This is an optimization exercise on Yosys and OpenROAD, whose aim is small area, a short achievable clock period and few clock cycles per item, not a production implementation.
RTL that was checked went through simulation tests only; none was proved equivalent to the original.

Setup of v6:
Design ascon_perm_engine, start of the top module:
module ascon_perm_engine #(
    parameter int UNROLL  = 1,
    parameter int SLICE_W = 64
) (
    input  logic         clk,
    input  logic         rst,
    input  logic         in_valid_i,
    output logic         in_ready_o,
    input  logic [3:0]   rounds_i,
    input  logic [319:0] state_i,
    output logic         out_valid_o,
    input  logic         out_ready_i,
    output logic [319:0] state_o,
    output logic         busy_o
);
    localparam int W = 64;
    logic [319:0] st_q;        
    logic [3:0]   r_q;         
    logic         busy_q;      
    logic         valid_q;     
    function automatic logic [W-1:0] ror(input logic [W-1:0] x, input int n);
        ror = (x >> n) | (x << (W - n));
    endfunction
    function automatic logic [319:0] half_a(input logic [319:0] s, input logic [7:0] c);
        logic [W-1:0] x0, x1, x2, x3, x4;
        x0 = s[4*W +: W];
        x1 = s[3*W +: W];
        x2 = s[2*W +: W];
        x3 = s[1*W +: W];
        x4 = s[0*W +: W];
        x2 = x2 ^ {{(W-8){1'b0}}, c};
        x0 = x0 ^ x4;
        x4 = x4 ^ x3;
        x2 = x2 ^ x1;
        half_a = {x0 ^ (~x1 & x2),
                  x1 ^ (~x2 & x3),
                  x2 ^ (~x3 & x4),
                  x3 ^ (~x4 & x0),
                  x4 ^ (~x0 & x1)};
    endfunction
    function automatic logic [319:0] half_b(input logic [319:0] s);
        logic [W-1:0] x0, x1, x2, x3, x4;
        x0 = s[4*W +: W];
        x1 = s[3*W +: W];
        x2 = s[2*W +: W];
        x3 = s[1*W +: W];
        x4 = s[0*W +: W];
        x1 = x1 ^ x0;
        x0 = x0 ^ x4;
        x3 = x3 ^ x2;
        x2 = ~x2;
        x0 = x0 ^ ror(x0, 19) ^ ror(x0, 28);
        x1 = x1 ^ ror(x1, 61) ^ ror(x1, 39);
        x2 = x2 ^ ror(x2, 1)  ^ ror(x2, 6);
        x3 = x3 ^ ror(x3, 10) ^ ror(x3, 17);
        x4 = x4 ^ ror(x4, 7)  ^ ror(x4, 41);
        half_b = {x0, x1, x2, x3, x4};
    endfunction
    logic [319:0] b_q;         
    logic         run;         
    logic         dlv;         
    logic         acc;         
    logic [3:0]   r0;          
    logic [3:0]   r_d;
    logic [7:0]   c_d;
    logic [319:0] a_in;
    always_comb begin
        b_q  = half_b(st_q);
        run  = busy_q & ~valid_q;
        dlv  = valid_q & out_ready_i;
        in_ready_o = ~busy_q | dlv;
        acc  = in_valid_i & in_ready_o;
  ...
export LEC_CHECK = 0
export CAP_MARGIN = 20
export CORE_MARGIN = 2
export CORE_UTILIZATION = 40
export SLEW_MARGIN = 20
create_clock -name core_clock -period 5.0 [get_ports {clk}]
run.sh (not shown) runs the stock make flow with config.mk's settings and CLKGATE_MAP_FILE= SYNTH_SCRIPT=/design/flow/synth_recipe.tcl, a recipe that flattens the netlist after the stock synthesis.
v6: done, clean on timing, DRC and antenna
What v28 does differently from v6 at the input level:
- setting SETUP_SLACK_MARGIN to 2.0 for the first time
==> run notes <==
- Fraction of the cycle the final worst path needs: higher on v6
- On worst-skew pair later-pin latency, v6 and v28 are neck and neck.
Function was not checked in any run of this note: the RTL went through the layout flow alone.


ascon_perm_engine, a different RTL version from the one above (not shown whole).
For scale: about 2200 cells after synthesis, about 650 I/O pins, ~0.029 mm^2 of cells after synthesis.
clock: 5.0 ns
lec_check: 0
cap_margin: 20
core_margin: 2
core_utilization: 40
setup_slack_margin: 2.4
slew_margin: 20
standard.sh (not shown) runs the stock make flow with config.mk's settings and CLKGATE_MAP_FILE= SYNTH_SCRIPT=/design/flow/synth_recipe.tcl, a recipe that flattens the netlist after the stock synthesis.
==> flow/flow/run.sh <==
#!/bin/bash
# Own layout flow: the standard flow (standard synthesis, floorplan, power
# grid, placement, CTS, routing) with two changes to how it is made:
#  - ports are buffered with buf_1 instead of the default buffer choice;
#  - timing repair only resizes and swaps pins (no buffer trees or cloning).
# ORFS writes every tool's full log under orfs/logs/; make's own output goes
# to flow_make.log here.
set -euo pipefail
export BUFFER_PORTS_ARGS="-buffer_cell sky130_fd_sc_hd__buf_1"
export SETUP_MOVE_SEQUENCE="sizeup,swap"
export SKIP_GATE_CLONING=1
bash standard.sh finish > flow_make.log 2>&1
Testbench counts at the start, summed over its fixed seeds: cycles 11,884, items 1,280.
Next try:
==> flow/flow/run.sh (replaced) <==
#!/bin/bash
# Own layout flow: the standard flow (standard synthesis, floorplan, power
# grid, placement, CTS, routing) with two changes to how it is made:
#  - ports are buffered with buf_1 instead of the default buffer choice;
#  - timing repair uses its default moves.
# ORFS writes every tool's full log under orfs/logs/; make's own output goes
# to flow_make.log here.
set -euo pipefail
export BUFFER_PORTS_ARGS="-buffer_cell sky130_fd_sc_hd__buf_1"


bash standard.sh finish > flow_make.log 2>&1
SETUP_SLACK_MARGIN = 2.0   (was 2.4)
- The new run finished clean
- utilization goes down by 11 points
- synthesized area stays the same
- global-route usage goes down by 2.0 points
- non-clock buffer count goes up by 36
- die area does not change
- critical path depth is unchanged
- cell area goes down by about 20%
- via count goes down by about 2.7%
- setup slack is better by 0.10 ns
- final cell count goes up by 0.95%
Next try:
--- a/flow/flow/run.sh
+++ b/flow/flow/run.sh
@@ -4,3 +4,3 @@
 #  - ports are buffered with buf_1 instead of the default buffer choice;
-#  - timing repair uses its default moves.
+#  - timing repair only resizes and swaps pins (no buffer trees or cloning).
 # ORFS writes every tool's full log under orfs/logs/; make's own output goes
@@ -9,4 +9,4 @@
 export BUFFER_PORTS_ARGS="-buffer_cell sky130_fd_sc_hd__buf_1"
-
-
+export SETUP_MOVE_SEQUENCE="sizeup,swap"
+export SKIP_GATE_CLONING=1
 bash standard.sh finish > flow_make.log 2>&1
SETUP_SLACK_MARGIN = 2.2   (was 2.0)
=> The new run finished with timing, DRC and antenna clean; worst setup slack degrades by 0.046 ns; hold slack gains 0.022 ns; routed wire length goes up by 1.8%; global-route usage rose by 0.80 points.
Next try:
==> flow/flow/run.sh (replaced) <==
#!/bin/bash
# Own layout flow: the standard flow (standard synthesis script, floorplan,
# power grid, placement, CTS, routing) with three changes to how it is made:
#  - the 3-input XOR/XNOR cells are added to the platform's don't-use list, so
#    synthesis maps the linear layer to 2-input XORs, which take less area;
#  - ports are buffered with buf_1 instead of the default buffer choice;
#  - timing repair only resizes and swaps pins (no buffer trees or cloning).
# ORFS writes every tool's full log under orfs/logs/; make's own output goes
# to flow_make.log here.
set -euo pipefail
PLATFORM_DONT_USE="sky130_fd_sc_hd__probe_p_8 sky130_fd_sc_hd__probec_p_8 sky130_fd_sc_hd__lpflow_bleeder_1 sky130_fd_sc_hd__lpflow_clkbufkapwr_1 sky130_fd_sc_hd__lpflow_clkbufkapwr_16 sky130_fd_sc_hd__lpflow_clkbufkapwr_2 sky130_fd_sc_hd__lpflow_clkbufkapwr_4 sky130_fd_sc_hd__lpflow_clkbufkapwr_8 sky130_fd_sc_hd__lpflow_clkinvkapwr_1 sky130_fd_sc_hd__lpflow_clkinvkapwr_16 sky130_fd_sc_hd__lpflow_clkinvkapwr_2 sky130_fd_sc_hd__lpflow_clkinvkapwr_4 sky130_fd_sc_hd__lpflow_clkinvkapwr_8 sky130_fd_sc_hd__lpflow_decapkapwr_12 sky130_fd_sc_hd__lpflow_decapkapwr_3 sky130_fd_sc_hd__lpflow_decapkapwr_4 sky130_fd_sc_hd__lpflow_decapkapwr_6 sky130_fd_sc_hd__lpflow_decapkapwr_8 sky130_fd_sc_hd__lpflow_inputiso0n_1 sky130_fd_sc_hd__lpflow_inputiso0p_1 sky130_fd_sc_hd__lpflow_inputiso1n_1 sky130_fd_sc_hd__lpflow_inputiso1p_1 sky130_fd_sc_hd__lpflow_inputisolatch_1 sky130_fd_sc_hd__lpflow_isobufsrc_1 sky130_fd_sc_hd__lpflow_isobufsrc_16 sky130_fd_sc_hd__lpflow_isobufsrc_2 sky130_fd_sc_hd__lpflow_isobufsrc_4 sky130_fd_sc_hd__lpflow_isobufsrc_8 sky130_fd_sc_hd__lpflow_isobufsrckapwr_16 sky130_fd_sc_hd__lpflow_lsbuf_lh_hl_isowell_tap_1 sky130_fd_sc_hd__lpflow_lsbuf_lh_hl_isowell_tap_2 sky130_fd_sc_hd__lpflow_lsbuf_lh_hl_isowell_tap_4 sky130_fd_sc_hd__lpflow_lsbuf_lh_isowell_4 sky130_fd_sc_hd__lpflow_lsbuf_lh_isowell_tap_1 sky130_fd_sc_hd__lpflow_lsbuf_lh_isowell_tap_2 sky130_fd_sc_hd__lpflow_lsbuf_lh_isowell_tap_4"
XOR3="sky130_fd_sc_hd__xor3_1 sky130_fd_sc_hd__xor3_2 sky130_fd_sc_hd__xor3_4 sky130_fd_sc_hd__xnor3_1 sky130_fd_sc_hd__xnor3_2 sky130_fd_sc_hd__xnor3_4"
export BUFFER_PORTS_ARGS="-buffer_cell sky130_fd_sc_hd__buf_1"
export SETUP_MOVE_SEQUENCE="sizeup,swap"
export SKIP_GATE_CLONING=1
bash standard.sh "DONT_USE_CELLS=$PLATFORM_DONT_USE $XOR3" finish > flow_make.log 2>&1
SETUP_SLACK_MARGIN = 1.8   (was 2.2)
Result: The new run passed the timing, design-rule and antenna checks; global-route usage climbs by 0.19 points; via count climbs by 0.72%; wire length drops by 3.4%; setup slack loses 0.19 ns; clock skew hardly moves; final area drops by 11%; die area drops by 3.8%.
Next try:
==> flow/flow/run.sh (replaced) <==
#!/bin/bash
# Own layout flow: the standard flow (standard synthesis, floorplan, power
# grid, placement, CTS, routing) with two changes to how it is made:
#  - ports are buffered with buf_1 instead of the default buffer choice;
#  - timing repair only resizes and swaps pins (no buffer trees or cloning).
# ORFS writes every tool's full log under orfs/logs/; make's own output goes
# to flow_make.log here.
set -euo pipefail
export BUFFER_PORTS_ARGS="-buffer_cell sky130_fd_sc_hd__buf_1"
export SETUP_MOVE_SEQUENCE="sizeup,swap"
export SKIP_GATE_CLONING=1
bash standard.sh finish > flow_make.log 2>&1
SETUP_SLACK_MARGIN = 2.1   (was 1.8)
After rerunning: First-iteration DRC count is higher by a few percent. Hold slack improved by 0.090 ns. Critical path depth does not change. Synthesized cell count is lower by a few percent.
Next try:
SETUP_SLACK_MARGIN = 2.0   (was 2.1)
Outcome:
- The new run ran to the end with no violations
- global-route usage drops by 0.26 points
- via count decreases by 0.59%
- count of clock-buffer cells in the layout goes down by 2
- worst setup slack gets better by 0.0094 ns
- core utilization drops by 1.5 points

what the ideal ports hide:
In the flow no input, the clock included, has a driving cell. The finished layouts below were timed again as built, in two steps. Step 1 (the two cells are an assumption about what drives the block):
set clk [get_ports {clk}]
set_driving_cell -lib_cell sky130_fd_sc_hd__clkbuf_16 $clk
set_driving_cell -lib_cell sky130_fd_sc_hd__buf_2 [delete_from_list [all_inputs] $clk]
Step 2 moves the port delays by t, midway between the first and last clock arrival at a register: inputs arrive t later, outputs are due t later. That takes back most of the time a late clock gives input paths. Slacks: no drivers / after step 1 / after step 2; pairs: no drivers / after step 1.
| run | shift t [ns] | setup slack, ns | worst setup path at the end | worst register clock-pin slew, ns | worst data-port slew with drivers (ns) |
|---|---|---|---|---|---|
| v6 | 0.643 | 0.624 / 0.553 / 1.195 | register to output | 0.07 / 0.07 | 0.08 |
| v28 | 0.647 | 1.680 / 1.610 / 1.521 | input to register | 0.07 / 0.07 | 0.07 |
| the first run of note 2 | 0.642 | 1.858 / 1.793 / 1.672 | input to register | 0.07 / 0.07 | 0.06 |
| the second run of note 2 | 0.637 | 1.958 / 1.891 / 1.441 | input to register | 0.07 / 0.07 | 0.14 |
| the third run of note 2 | 0.645 | 1.912 / 1.843 / 1.679 | input to register | 0.06 / 0.06 | 0.05 |
| the fourth run of note 2 | 0.639 | 1.724 / 1.657 / 1.333 | input to register | 0.06 / 0.06 | 0.08 |
| the fifth run of note 2 | 0.629 | 1.911 / 1.846 / 1.509 | input to register | 0.06 / 0.06 | 0.07 |
| the sixth run of note 2 | 0.637 | 1.920 / 1.851 / 1.455 | input to register | 0.06 / 0.06 | 0.14 |
After both steps setup and hold are still met in every run listed. For the second run of note 2, which loses most, drivers alone change the setup slack by -0.067 ns; drivers and shift together by -0.517 ns.
